Background: an optimization exercise with open tools, aiming at small area, a short achievable clock period and few clock cycles per item. Do not read the settings as production practice.
RTL that was checked went through simulation tests only; none was proved equivalent to the original.
Power and IR drop assume default switching activity.

==> flow/design.v <==
package bos_pkg;
   localparam int CAPACITY = 8;
   localparam int VALUE_W  = 32;
   localparam int RSP_W    = 7;    
   localparam logic [3:0] CAP_LIMIT_RESET = 4'd8;
   typedef logic [VALUE_W-1:0] value_type;
   localparam logic [1:0] OP_INSERT = 2'd0;
   localparam logic [1:0] OP_REMOVE = 2'd1;
   localparam logic [1:0] ST_DONE      = 2'd0;
   localparam logic [1:0] ST_DUPLICATE = 2'd1;
   localparam logic [1:0] ST_FULL      = 2'd2;
   localparam logic [1:0] ST_NOT_FOUND = 2'd3;
endpackage
module bos_cell (
   input  logic               clock,
   input  logic               load,
   input  bos_pkg::value_type value,
   output logic               equal
);
   bos_pkg::value_type entry_ff;
   assign equal = (entry_ff == value);
   always_ff @(posedge clock) begin
      if (load) begin
         entry_ff <= value;
      end
   end
endmodule
module bounded_ordered_set (
   input  logic        clock,
   input  logic        reset,
   input  logic        req_tvalid,
   output logic        req_tready,
   input  logic [31:0] req_tdata,
   input  logic [1:0]  req_tuser,
   output logic        rsp_tvalid,
   input  logic        rsp_tready,
   output logic [7:0]  rsp_tdata,   
   input  logic        csr_we,
   input  logic [3:0]  csr_wdata
);
   localparam int N = bos_pkg::CAPACITY;
   localparam int W = bos_pkg::RSP_W;
   localparam int Q = 4;
   logic               r_valid_ff;
   bos_pkg::value_type r_value_ff;
   logic [1:0]         r_op_ff;
   logic [N-1:0]       valid_ff;
   logic [N:0]         count_ff;    
   logic [N:0]         count_now;
   logic [N-1:0]       below_ff;    
   logic               a_valid_ff;
   logic               a_hit_ff;
   logic               a_insert_ff;
   logic               a_room_ff;
   logic               a_inc_ff;
   logic               a_dec_ff;
   logic [2:0]         q_cnt_ff;
   logic [W-1:0]       q_ff [Q];
   logic               rsp_valid_ff;
   logic [2:0]         out_cnt_ff;
   logic               ready_ff;
   logic [N-1:0]       equal;
   logic [N-1:0]       match;
   logic [N-1:0]       free_first;
   logic               hit_any;
   logic [3:0]         count;
   logic               room;
   logic               req_fire;
   logic               is_insert;
   logic               is_remove;
   logic               take;
   logic [1:0]         status;
   logic [W-1:0]       rsp_new;
   logic               pop;
   logic [2:0]         q_cnt_in;
   logic [2:0]         out_cnt_in;
   assign req_tready = ready_ff;
   assign req_fire   = req_tvalid && ready_ff;
   always_ff @(posedge clock) begin
      r_value_ff <= req_tdata;
      r_op_ff    <= req_tuser;
   end
   for (genvar i = 0; i < N; i++) begin : g_slot
      bos_cell u_cell (
         .clock (clock),
         .load  (!valid_ff[i]),
         .value (r_value_ff),
         .equal (equal[i])
      );
   end
   assign match   = equal & valid_ff;
   assign hit_any = |match;
   always_comb begin
      free_first = '0;
      for (int i = N - 1; i >= 0; i--) begin
         if (!valid_ff[i]) begin
            free_first = '0;
            free_first[i] = 1'b1;
         end
      end
   end
   always_comb begin
      count = '0;
      for (int k = 0; k <= N; k++) begin
         count = count | ({4{count_now[k]}} & 4'(k));
      end
   end
   assign room      = |(count_now[N-1:0] & below_ff);
   assign is_insert = (r_op_ff == bos_pkg::OP_INSERT);
   assign is_remove = (r_op_ff == bos_pkg::OP_REMOVE);
   assign take      = r_valid_ff && is_insert && room;
   always_ff @(posedge clock) begin
      if (reset) begin
         valid_ff <= '0;
      end else begin
         for (int i = 0; i < N; i++) begin
            if (match[i] && ((r_valid_ff && is_remove) || take)) begin
               valid_ff[i] <= 1'b0;
            end else if (take && free_first[i]) begin
               valid_ff[i] <= 1'b1;
            end
         end
      end
   end
   always_comb begin
      count_now = count_ff;
      if (a_inc_ff) begin
         count_now = {count_ff[N-1:0], 1'b0};
      end else if (a_dec_ff) begin
         count_now = {1'b0, count_ff[N:1]};
      end
   end
   always_ff @(posedge clock) begin
      if (reset) begin
         count_ff <= (N+1)'(1);
         a_inc_ff <= 1'b0;
         a_dec_ff <= 1'b0;
      end else begin
         count_ff <= count_now;
         a_inc_ff <= take && !hit_any;
         a_dec_ff <= r_valid_ff && is_remove && hit_any;
      end
   end
   always_ff @(posedge clock) begin
      a_hit_ff    <= hit_any;
      a_insert_ff <= is_insert;
      a_room_ff   <= room;
   end
   always_comb begin
      if (a_insert_ff) begin
         status = a_hit_ff ? bos_pkg::ST_DUPLICATE :
                  (a_room_ff ? bos_pkg::ST_DONE : bos_pkg::ST_FULL);
      end else begin
         status = a_hit_ff ? bos_pkg::ST_DONE : bos_pkg::ST_NOT_FOUND;
      end
   end
   assign rsp_new = {count, a_hit_ff, status};
   assign pop      = rsp_tready && rsp_valid_ff;
   assign q_cnt_in = q_cnt_ff + {2'b00, a_valid_ff} - {2'b00, pop};
   always_ff @(posedge clock) begin
      for (int k = 0; k < Q; k++) begin
         if (pop) begin
            if (k + 1 < Q && q_cnt_ff > 3'(k + 1)) begin
               q_ff[k] <= q_ff[(k + 1) % Q];
            end else begin
               q_ff[k] <= rsp_new;
            end
         end else if (q_cnt_ff <= 3'(k)) begin
            q_ff[k] <= rsp_new;
         end
      end
   end
   assign out_cnt_in = out_cnt_ff + {2'b00, req_fire} - {2'b00, pop};
   always_ff @(posedge clock) begin
      if (reset) begin
         r_valid_ff   <= 1'b0;
         a_valid_ff   <= 1'b0;
         for (int k = 0; k < N; k++) begin
            below_ff[k] <= (4'(k) < bos_pkg::CAP_LIMIT_RESET);
         end
         q_cnt_ff     <= '0;
         rsp_valid_ff <= 1'b0;
         out_cnt_ff   <= '0;
         ready_ff     <= 1'b1;
      end else begin
         r_valid_ff <= req_fire;
         a_valid_ff <= r_valid_ff;
         if (csr_we) begin
            for (int k = 0; k < N; k++) begin
               below_ff[k] <= (4'(k) < csr_wdata);
            end
         end
         q_cnt_ff     <= q_cnt_in;
         rsp_valid_ff <= (q_cnt_in != 3'd0);
         out_cnt_ff   <= out_cnt_in;
         ready_ff     <= (out_cnt_in < 3'(Q));
      end
   end
   assign rsp_tvalid = rsp_valid_ff;
   assign rsp_tdata  = {1'b0, q_ff[0]};
endmodule
clock: 4.0 ns
lec_check: 0
cap_margin: 20
core_margin: 2
core_utilization: 40
setup_slack_margin: 2.2
slew_margin: 20
run.sh (not shown) runs the stock make flow with config.mk's settings and CLKGATE_MAP_FILE= SYNTH_SCRIPT=/design/flow/synth_recipe.tcl, a recipe that flattens the netlist after the stock synthesis.
The baseline ran to the end with no violations.
Then changed:
--- a/flow/design.v
+++ b/flow/design.v
@@ -38,28 +38,25 @@
    input  logic        csr_we,
    input  logic [3:0]  csr_wdata
 );
    localparam int N = bos_pkg::CAPACITY;
    localparam int W = bos_pkg::RSP_W;
-   localparam int Q = 4;
-   logic               r_valid_ff;
-   bos_pkg::value_type r_value_ff;
-   logic [1:0]         r_op_ff;
+   localparam int Q = 3;
    logic [N-1:0]       valid_ff;
    logic [N:0]         count_ff;    
    logic [N:0]         count_now;
    logic [N-1:0]       below_ff;    
    logic               a_valid_ff;
    logic               a_hit_ff;
    logic               a_insert_ff;
    logic               a_room_ff;
    logic               a_inc_ff;
    logic               a_dec_ff;
-   logic [2:0]         q_cnt_ff;
+   logic [1:0]         q_cnt_ff;
    logic [W-1:0]       q_ff [Q];
    logic               rsp_valid_ff;
-   logic [2:0]         out_cnt_ff;
+   logic [1:0]         out_cnt_ff;
    logic               ready_ff;
    logic [N-1:0]       equal;
    logic [N-1:0]       match;
    logic [N-1:0]       free_first;
    logic               hit_any;
@@ -70,23 +67,19 @@
    logic               is_remove;
    logic               take;
    logic [1:0]         status;
    logic [W-1:0]       rsp_new;
    logic               pop;
-   logic [2:0]         q_cnt_in;
-   logic [2:0]         out_cnt_in;
+   logic [1:0]         q_cnt_in;
+   logic [1:0]         out_cnt_in;
    assign req_tready = ready_ff;
    assign req_fire   = req_tvalid && ready_ff;
-   always_ff @(posedge clock) begin
-      r_value_ff <= req_tdata;
-      r_op_ff    <= req_tuser;
-   end
    for (genvar i = 0; i < N; i++) begin : g_slot
       bos_cell u_cell (
          .clock (clock),
          .load  (!valid_ff[i]),
-         .value (r_value_ff),
+         .value (req_tdata),
          .equal (equal[i])
       );
    end
    assign match   = equal & valid_ff;
    assign hit_any = |match;
@@ -104,19 +97,19 @@
       for (int k = 0; k <= N; k++) begin
          count = count | ({4{count_now[k]}} & 4'(k));
       end
    end
    assign room      = |(count_now[N-1:0] & below_ff);
-   assign is_insert = (r_op_ff == bos_pkg::OP_INSERT);
-   assign is_remove = (r_op_ff == bos_pkg::OP_REMOVE);
-   assign take      = r_valid_ff && is_insert && room;
+   assign is_insert = (req_tuser == bos_pkg::OP_INSERT);
+   assign is_remove = (req_tuser == bos_pkg::OP_REMOVE);
+   assign take      = req_fire && is_insert && room;
    always_ff @(posedge clock) begin
       if (reset) begin
          valid_ff <= '0;
       end else begin
          for (int i = 0; i < N; i++) begin
-            if (match[i] && ((r_valid_ff && is_remove) || take)) begin
+            if (match[i] && ((req_fire && is_remove) || take)) begin
                valid_ff[i] <= 1'b0;
             end else if (take && free_first[i]) begin
                valid_ff[i] <= 1'b1;
             end
          end
@@ -136,11 +129,11 @@
          a_inc_ff <= 1'b0;
          a_dec_ff <= 1'b0;
       end else begin
          count_ff <= count_now;
          a_inc_ff <= take && !hit_any;
-         a_dec_ff <= r_valid_ff && is_remove && hit_any;
+         a_dec_ff <= req_fire && is_remove && hit_any;
       end
    end
    always_ff @(posedge clock) begin
       a_hit_ff    <= hit_any;
       a_insert_ff <= is_insert;
@@ -154,48 +147,46 @@
          status = a_hit_ff ? bos_pkg::ST_DONE : bos_pkg::ST_NOT_FOUND;
       end
    end
    assign rsp_new = {count, a_hit_ff, status};
    assign pop      = rsp_tready && rsp_valid_ff;
-   assign q_cnt_in = q_cnt_ff + {2'b00, a_valid_ff} - {2'b00, pop};
+   assign q_cnt_in = q_cnt_ff + {1'b0, a_valid_ff} - {1'b0, pop};
    always_ff @(posedge clock) begin
       for (int k = 0; k < Q; k++) begin
          if (pop) begin
-            if (k + 1 < Q && q_cnt_ff > 3'(k + 1)) begin
+            if (k + 1 < Q && q_cnt_ff > 2'(k + 1)) begin
                q_ff[k] <= q_ff[(k + 1) % Q];
             end else begin
                q_ff[k] <= rsp_new;
             end
-         end else if (q_cnt_ff <= 3'(k)) begin
+         end else if (q_cnt_ff <= 2'(k)) begin
             q_ff[k] <= rsp_new;
          end
       end
    end
-   assign out_cnt_in = out_cnt_ff + {2'b00, req_fire} - {2'b00, pop};
+   assign out_cnt_in = out_cnt_ff + {1'b0, req_fire} - {1'b0, pop};
    always_ff @(posedge clock) begin
       if (reset) begin
-         r_valid_ff   <= 1'b0;
          a_valid_ff   <= 1'b0;
          for (int k = 0; k < N; k++) begin
             below_ff[k] <= (4'(k) < bos_pkg::CAP_LIMIT_RESET);
          end
          q_cnt_ff     <= '0;
          rsp_valid_ff <= 1'b0;
          out_cnt_ff   <= '0;
          ready_ff     <= 1'b1;
       end else begin
-         r_valid_ff <= req_fire;
-         a_valid_ff <= r_valid_ff;
+         a_valid_ff <= req_fire;
          if (csr_we) begin
             for (int k = 0; k < N; k++) begin
                below_ff[k] <= (4'(k) < csr_wdata);
             end
          end
          q_cnt_ff     <= q_cnt_in;
-         rsp_valid_ff <= (q_cnt_in != 3'd0);
+         rsp_valid_ff <= (q_cnt_in != 2'd0);
          out_cnt_ff   <= out_cnt_in;
-         ready_ff     <= (out_cnt_in < 3'(Q));
+         ready_ff     <= (out_cnt_in < 2'(Q));
       end
    end
    assign rsp_tvalid = rsp_valid_ff;
    assign rsp_tdata  = {1'b0, q_ff[0]};
 endmodule
=> Worst hold slack gets better by 32 ps. Setup slack gets better by 250 ps. Register-to-register slack gets better by 280 ps. Sequential power decreases by 13%. Final area decreases by 5.2%.
Testbench counts after the change, summed over its fixed seeds: cycles 16,016, items 16,000.
The RTL of the first run of this note was laid out without a check of its function.

-- re-timing with driven ports --
The results above use ideal ports. As a check the final layouts listed here were re-extracted and re-timed, cells and wires unchanged. Step 1, drivers: a clkbuf_16 drives clock and a buf_2 each remaining input, both assumed. Step 2 times the ports against the registers' clock, not the clock port: input delays grow and output delays shrink by t, the midpoint of the rising clock arrivals with the driver on. Slacks: ideal / step 1 / step 2; pairs: ideal / step 1.
run	t, ns	setup WS [ns]	cell pins on the clock port's net
the first run	0.568	1.706 / 1.706 / 1.218	1
the second run	0.558	1.959 / 1.969 / 1.411	1
After both steps every run listed still meets setup and hold. The setup slack of the second run, which loses most, moves by +0.010 ns with the drivers and by -0.548 ns with both steps.
